Context: an optimization exercise on an open-source flow, tuned for small area, a short achievable clock period and few clock cycles. The choices shown serve that exercise and are no tape-out recipe.
Only simulation tests tie the RTL to the original design; equivalence was not proved.
Power is estimated from default activity; no workload was simulated.

==> flow/design.v <==
module icache_nway #(
    parameter int WAYS = 2,
    parameter int SETS = 8
) (
    input  logic         clk,
    input  logic         rst,
    input  logic         mem_read,
    input  logic [15:0]  mem_address,
    output logic [15:0]  mem_rdata,
    output logic         mem_resp,
    output logic         l2_read,
    output logic [15:0]  l2_address,
    input  logic [127:0] l2_rdata,
    input  logic         l2_resp
    ,
    input  logic         flush
);
    localparam int IW   = $clog2(SETS);
    localparam int TW   = 12 - IW;
    logic [SETS-1:0] valid0, valid1;
    logic [SETS-1:0] lru;                  
    logic [TW-1:0]   tag0  [SETS];
    logic [TW-1:0]   tag1  [SETS];
    logic [127:0]    ring0 [SETS];
    logic [127:0]    ring1 [SETS];
    logic [IW-1:0]   rot;
    logic [127:0]    pend;
    logic            pend_way;
    logic [IW-1:0]   pend_set;
    logic            pend_valid;
    logic            victim_q;
    logic [IW-1:0] idx;
    logic [TW-1:0] tag;
    logic [2:0]    word;
    logic          unused_bit;
    assign tag        = mem_address[15:4+IW];
    assign idx        = mem_address[4+IW-1:4];
    assign word       = mem_address[3:1];
    assign unused_bit = mem_address[0];
    logic [7:0] wsel [4];                   
    for (genvar g = 0; g < 4; g++) begin : g_wdec
        icache_nway_dec3 u_dec (.a(word), .y(wsel[g]));
    end
    logic [SETS-1:0] ssel;
    always_comb begin
        for (int p = 0; p < SETS; p++) ssel[p] = IW'(p) - rot == idx;
    end
    logic [15:0] slot0 [SETS];
    logic [15:0] slot1 [SETS];
    logic [15:0] word0, word1, wordp, wordl2;
    for (genvar b = 0; b < 16; b++) begin : g_bit
        for (genvar p = 0; p < SETS; p++) begin : g_slot
            icache_nway_ao8 u_w0 (
                .sel (wsel[b/4]),
                .d   ({ring0[p][112+b], ring0[p][96+b], ring0[p][80+b], ring0[p][64+b],
                       ring0[p][48+b],  ring0[p][32+b], ring0[p][16+b], ring0[p][b]}),
                .y   (slot0[p][b])
            );
            icache_nway_ao8 u_w1 (
                .sel (wsel[b/4]),
                .d   ({ring1[p][112+b], ring1[p][96+b], ring1[p][80+b], ring1[p][64+b],
                       ring1[p][48+b],  ring1[p][32+b], ring1[p][16+b], ring1[p][b]}),
                .y   (slot1[p][b])
            );
        end
        icache_nway_ao8 u_wp (
            .sel (wsel[b/4]),
            .d   ({pend[112+b], pend[96+b], pend[80+b], pend[64+b],
                   pend[48+b],  pend[32+b], pend[16+b], pend[b]}),
            .y   (wordp[b])
        );
        icache_nway_ao8 u_wl (
            .sel (wsel[b/4]),
            .d   ({l2_rdata[112+b], l2_rdata[96+b], l2_rdata[80+b], l2_rdata[64+b],
                   l2_rdata[48+b],  l2_rdata[32+b], l2_rdata[16+b], l2_rdata[b]}),
            .y   (wordl2[b])
        );
        icache_nway_ao8 u_s0 (
            .sel (ssel),
            .d   ({slot0[7][b], slot0[6][b], slot0[5][b], slot0[4][b],
                   slot0[3][b], slot0[2][b], slot0[1][b], slot0[0][b]}),
            .y   (word0[b])
        );
        icache_nway_ao8 u_s1 (
            .sel (ssel),
            .d   ({slot1[7][b], slot1[6][b], slot1[5][b], slot1[4][b],
                   slot1[3][b], slot1[2][b], slot1[1][b], slot1[0][b]}),
            .y   (word1[b])
        );
    end
    logic [SETS-1:0] iset, e0, e1, pm0, pm1, r0, r1, rp;
    always_comb begin
        for (int s = 0; s < SETS; s++) begin
            iset[s] = idx == IW'(s);
            pm0[s]  = pend_valid && !pend_way && pend_set == IW'(s);
            pm1[s]  = pend_valid &&  pend_way && pend_set == IW'(s);
        end
    end
    for (genvar s = 0; s < SETS; s++) begin : g_tag
        icache_nway_eq u_e0 (.a(tag0[s]), .b(tag), .en(valid0[s]), .y(e0[s]));
        icache_nway_eq u_e1 (.a(tag1[s]), .b(tag), .en(valid1[s]), .y(e1[s]));
    end
    assign r0 = e0 & ~pm0;
    assign r1 = e1 & ~pm1;
    assign rp = (e0 & pm0) | (e1 & pm1);
    logic s0, s1, sp, hit1, hit;
    icache_nway_ao8 u_s0 (.sel(iset), .d(r0), .y(s0));
    icache_nway_ao8 u_s1 (.sel(iset), .d(r1), .y(s1));
    icache_nway_ao8 u_sp (.sel(iset), .d(rp), .y(sp));
    assign hit  = s0 || s1 || sp;
    assign hit1 = |(iset & e1);
    for (genvar b = 0; b < 16; b++) begin : g_out
        icache_nway_ao4 u_o (
            .sel ({l2_resp, sp, s1, s0}),
            .d   ({wordl2[b], wordp[b], word1[b], word0[b]}),
            .y   (mem_rdata[b])
        );
    end
    logic [IW-1:0] ins_set;
    logic          drain;
    assign ins_set = IW'(SETS - 1) - rot;
    assign drain   = pend_valid && pend_set == ins_set;
    logic block;
    assign block = pend_valid && !drain;
    assign mem_resp   = mem_read && (hit || l2_resp);
    assign l2_read    = mem_read && !hit && !block;
    assign l2_address = {mem_address[15:4], 4'b0000};
    logic victim;
    assign victim = |(iset & valid0) ? (|(iset & valid1) ? |(iset & lru) : 1'b1) : 1'b0;
    always_ff @(posedge clk) victim_q <= victim;
    logic fill;
    assign fill = mem_read && l2_resp;
    logic flush_now;
    assign flush_now = flush;
    always_ff @(posedge clk or posedge rst) begin
        if (rst) begin
            valid0 <= '0;
            valid1 <= '0;
            lru    <= '0;
        end else if (flush_now) begin
            valid0 <= '0;
            valid1 <= '0;
            lru    <= '0;
        end else begin
            if (fill) begin
                if (victim_q) valid1[idx] <= 1'b1;
                else          valid0[idx] <= 1'b1;
                lru[idx] <= !victim_q;
            end else if (mem_read && hit) begin
                lru[idx] <= !hit1;
            end
        end
    end
    always_ff @(posedge clk or posedge rst) begin
        if (rst) begin
            rot        <= '0;
            pend_valid <= 1'b0;
        end else begin
            rot <= rot + 1'b1;
            if (fill)       pend_valid <= 1'b1;
            else if (drain) pend_valid <= 1'b0;
        end
    end
    always_ff @(posedge clk) begin
        if (fill) begin
            if (victim_q) tag1[idx] <= tag;
            else          tag0[idx] <= tag;
            pend     <= l2_rdata;
            pend_way <= victim_q;
            pend_set <= idx;
        end
    end
    always_ff @(posedge clk) begin
        ring0[0] <= (drain && !pend_way) ? pend : ring0[SETS-1];
        ring1[0] <= (drain &&  pend_way) ? pend : ring1[SETS-1];
        for (int p = 1; p < SETS; p++) begin
            ring0[p] <= ring0[p-1];
            ring1[p] <= ring1[p-1];
        end
    end
endmodule
module icache_nway_ao8 (
    input  logic [7:0] sel,
    input  logic [7:0] d,
    output logic       y
);
    assign y = |(sel & d);
endmodule
module icache_nway_dec3 (
    input  logic [2:0] a,
    output logic [7:0] y
);
    always_comb begin
        for (int k = 0; k < 8; k++) y[k] = a == 3'(k);
    end
endmodule
module icache_nway_eq #(
    parameter int W = 9
) (
    input  logic [W-1:0] a,
    input  logic [W-1:0] b,
    input  logic         en,
    output logic         y
);
    assign y = en && a == b;
endmodule
module icache_nway_ao4 (
    input  logic [3:0] sel,
    input  logic [3:0] d,
    output logic       y
);
    assign y = |(sel & d);
endmodule
Settings: LEC_CHECK=0, CAP_MARGIN=20, CORE_MARGIN=2, CORE_UTILIZATION=60, CTS_CLUSTER_DIAMETER=80, CTS_CLUSTER_SIZE=30, SETUP_SLACK_MARGIN=2.9, SLEW_MARGIN=20, SYNTH_HIERARCHICAL=1, SYNTH_MINIMUM_KEEP_SIZE=0; clock period 8.5 ns.
run.sh (not shown) runs the stock make flow with config.mk's settings and CLKGATE_MAP_FILE= SYNTH_SCRIPT=/design/flow/synth_recipe.tcl, a recipe that flattens the netlist after the stock synthesis.
Testbench counts at the start, summed over its fixed seeds: cycles 28,626.
==> next run, changes <==
--- a/flow/design.v
+++ b/flow/design.v
@@ -38,7 +38,7 @@
     assign word       = mem_address[3:1];
     assign unused_bit = mem_address[0];
-    logic [7:0] wsel [4];                   
-    for (genvar g = 0; g < 4; g++) begin : g_wdec
-        icache_nway_dec3 u_dec (.a(word), .y(wsel[g]));
+    logic [7:0] wsel;                       
+    always_comb begin
+        for (int k = 0; k < 8; k++) wsel[k] = word == 3'(k);
     end
     logic [SETS-1:0] ssel;
@@ -52,5 +52,5 @@
         for (genvar p = 0; p < SETS; p++) begin : g_slot
             icache_nway_ao8 u_w0 (
-                .sel (wsel[b/4]),
+                .sel (wsel),
                 .d   ({ring0[p][112+b], ring0[p][96+b], ring0[p][80+b], ring0[p][64+b],
                        ring0[p][48+b],  ring0[p][32+b], ring0[p][16+b], ring0[p][b]}),
@@ -58,5 +58,5 @@
             );
             icache_nway_ao8 u_w1 (
-                .sel (wsel[b/4]),
+                .sel (wsel),
                 .d   ({ring1[p][112+b], ring1[p][96+b], ring1[p][80+b], ring1[p][64+b],
                        ring1[p][48+b],  ring1[p][32+b], ring1[p][16+b], ring1[p][b]}),
@@ -65,5 +65,5 @@
         end
         icache_nway_ao8 u_wp (
-            .sel (wsel[b/4]),
+            .sel (wsel),
             .d   ({pend[112+b], pend[96+b], pend[80+b], pend[64+b],
                    pend[48+b],  pend[32+b], pend[16+b], pend[b]}),
@@ -71,5 +71,5 @@
         );
         icache_nway_ao8 u_wl (
-            .sel (wsel[b/4]),
+            .sel (wsel),
             .d   ({l2_rdata[112+b], l2_rdata[96+b], l2_rdata[80+b], l2_rdata[64+b],
                    l2_rdata[48+b],  l2_rdata[32+b], l2_rdata[16+b], l2_rdata[b]}),
@@ -171,7 +171,15 @@
         end
     end
+    logic         d0, d1;
+    logic [127:0] ins0, ins1;
+    assign d0 = drain && !pend_way;
+    assign d1 = drain &&  pend_way;
+    for (genvar i = 0; i < 128; i++) begin : g_ins
+        icache_nway_ao2 u_i0 (.s(d0), .ns(!d0), .a(pend[i]), .b(ring0[SETS-1][i]), .y(ins0[i]));
+        icache_nway_ao2 u_i1 (.s(d1), .ns(!d1), .a(pend[i]), .b(ring1[SETS-1][i]), .y(ins1[i]));
+    end
     always_ff @(posedge clk) begin
-        ring0[0] <= (drain && !pend_way) ? pend : ring0[SETS-1];
-        ring1[0] <= (drain &&  pend_way) ? pend : ring1[SETS-1];
+        ring0[0] <= ins0;
+        ring1[0] <= ins1;
         for (int p = 1; p < SETS; p++) begin
             ring0[p] <= ring0[p-1];
@@ -185,13 +193,25 @@
     output logic       y
 );
-    assign y = |(sel & d);
-endmodule
-module icache_nway_dec3 (
-    input  logic [2:0] a,
-    output logic [7:0] y
-);
-    always_comb begin
-        for (int k = 0; k < 8; k++) y[k] = a == 3'(k);
-    end
+    logic n0, n1, n2;
+    icache_nway_aoi3 u_a (.s(sel[2:0]), .d(d[2:0]), .y(n0));
+    icache_nway_aoi3 u_b (.s(sel[5:3]), .d(d[5:3]), .y(n1));
+    assign n2 = !((sel[6] && d[6]) || (sel[7] && d[7]));
+    assign y  = !(n0 && n1 && n2);
+endmodule
+module icache_nway_aoi3 (
+    input  logic [2:0] s,
+    input  logic [2:0] d,
+    output logic       y
+);
+    assign y = !(|(s & d));
+endmodule
+module icache_nway_ao2 (
+    input  logic s,
+    input  logic ns,
+    input  logic a,
+    input  logic b,
+    output logic y
+);
+    assign y = (s && a) || (ns && b);
 endmodule
 module icache_nway_eq #(
After rerunning: The changed run completed without violations. Cell area decreases by about 3%. Power falls by 1.4%. Wire length rises by about 3%. Worst setup slack degrades by 0.10 ns. Core utilization grows by 0.45 points. Via count climbs by about 0.6%.
Testbench counts after the change, summed over its fixed seeds: cycles 28,626.

static timing again, ports no longer ideal:
In the flow no input, the clock included, has a driving cell. The finished layouts below were timed again as built, in two steps. Step 1: set_driving_cell puts a clkbuf_16 on clk and a buf_2 on each other input, an assumption about the parent block. Step 2 moves the port delays by t, midway between the first and last clock arrival at a register: inputs arrive t later, outputs are due t later. That takes back most of the time a late clock gives input paths. a / b / c = ideal ports / drivers / drivers and shift; a / b = the first two.
run | t (ns) | setup slack, ns | worst register clock-pin slew, ns | worst data-port slew with drivers (ns)
the first run | 0.786 | 2.760 / 2.606 / 2.606 | 0.12 / 0.12 | 0.28
the second run | 0.785 | 2.657 / 2.559 / 2.559 | 0.12 / 0.12 | 0.19
After both steps every run listed still meets setup and hold. For the first run, which loses most, drivers alone change the setup slack by -0.154 ns; drivers and shift together by -0.154 ns.
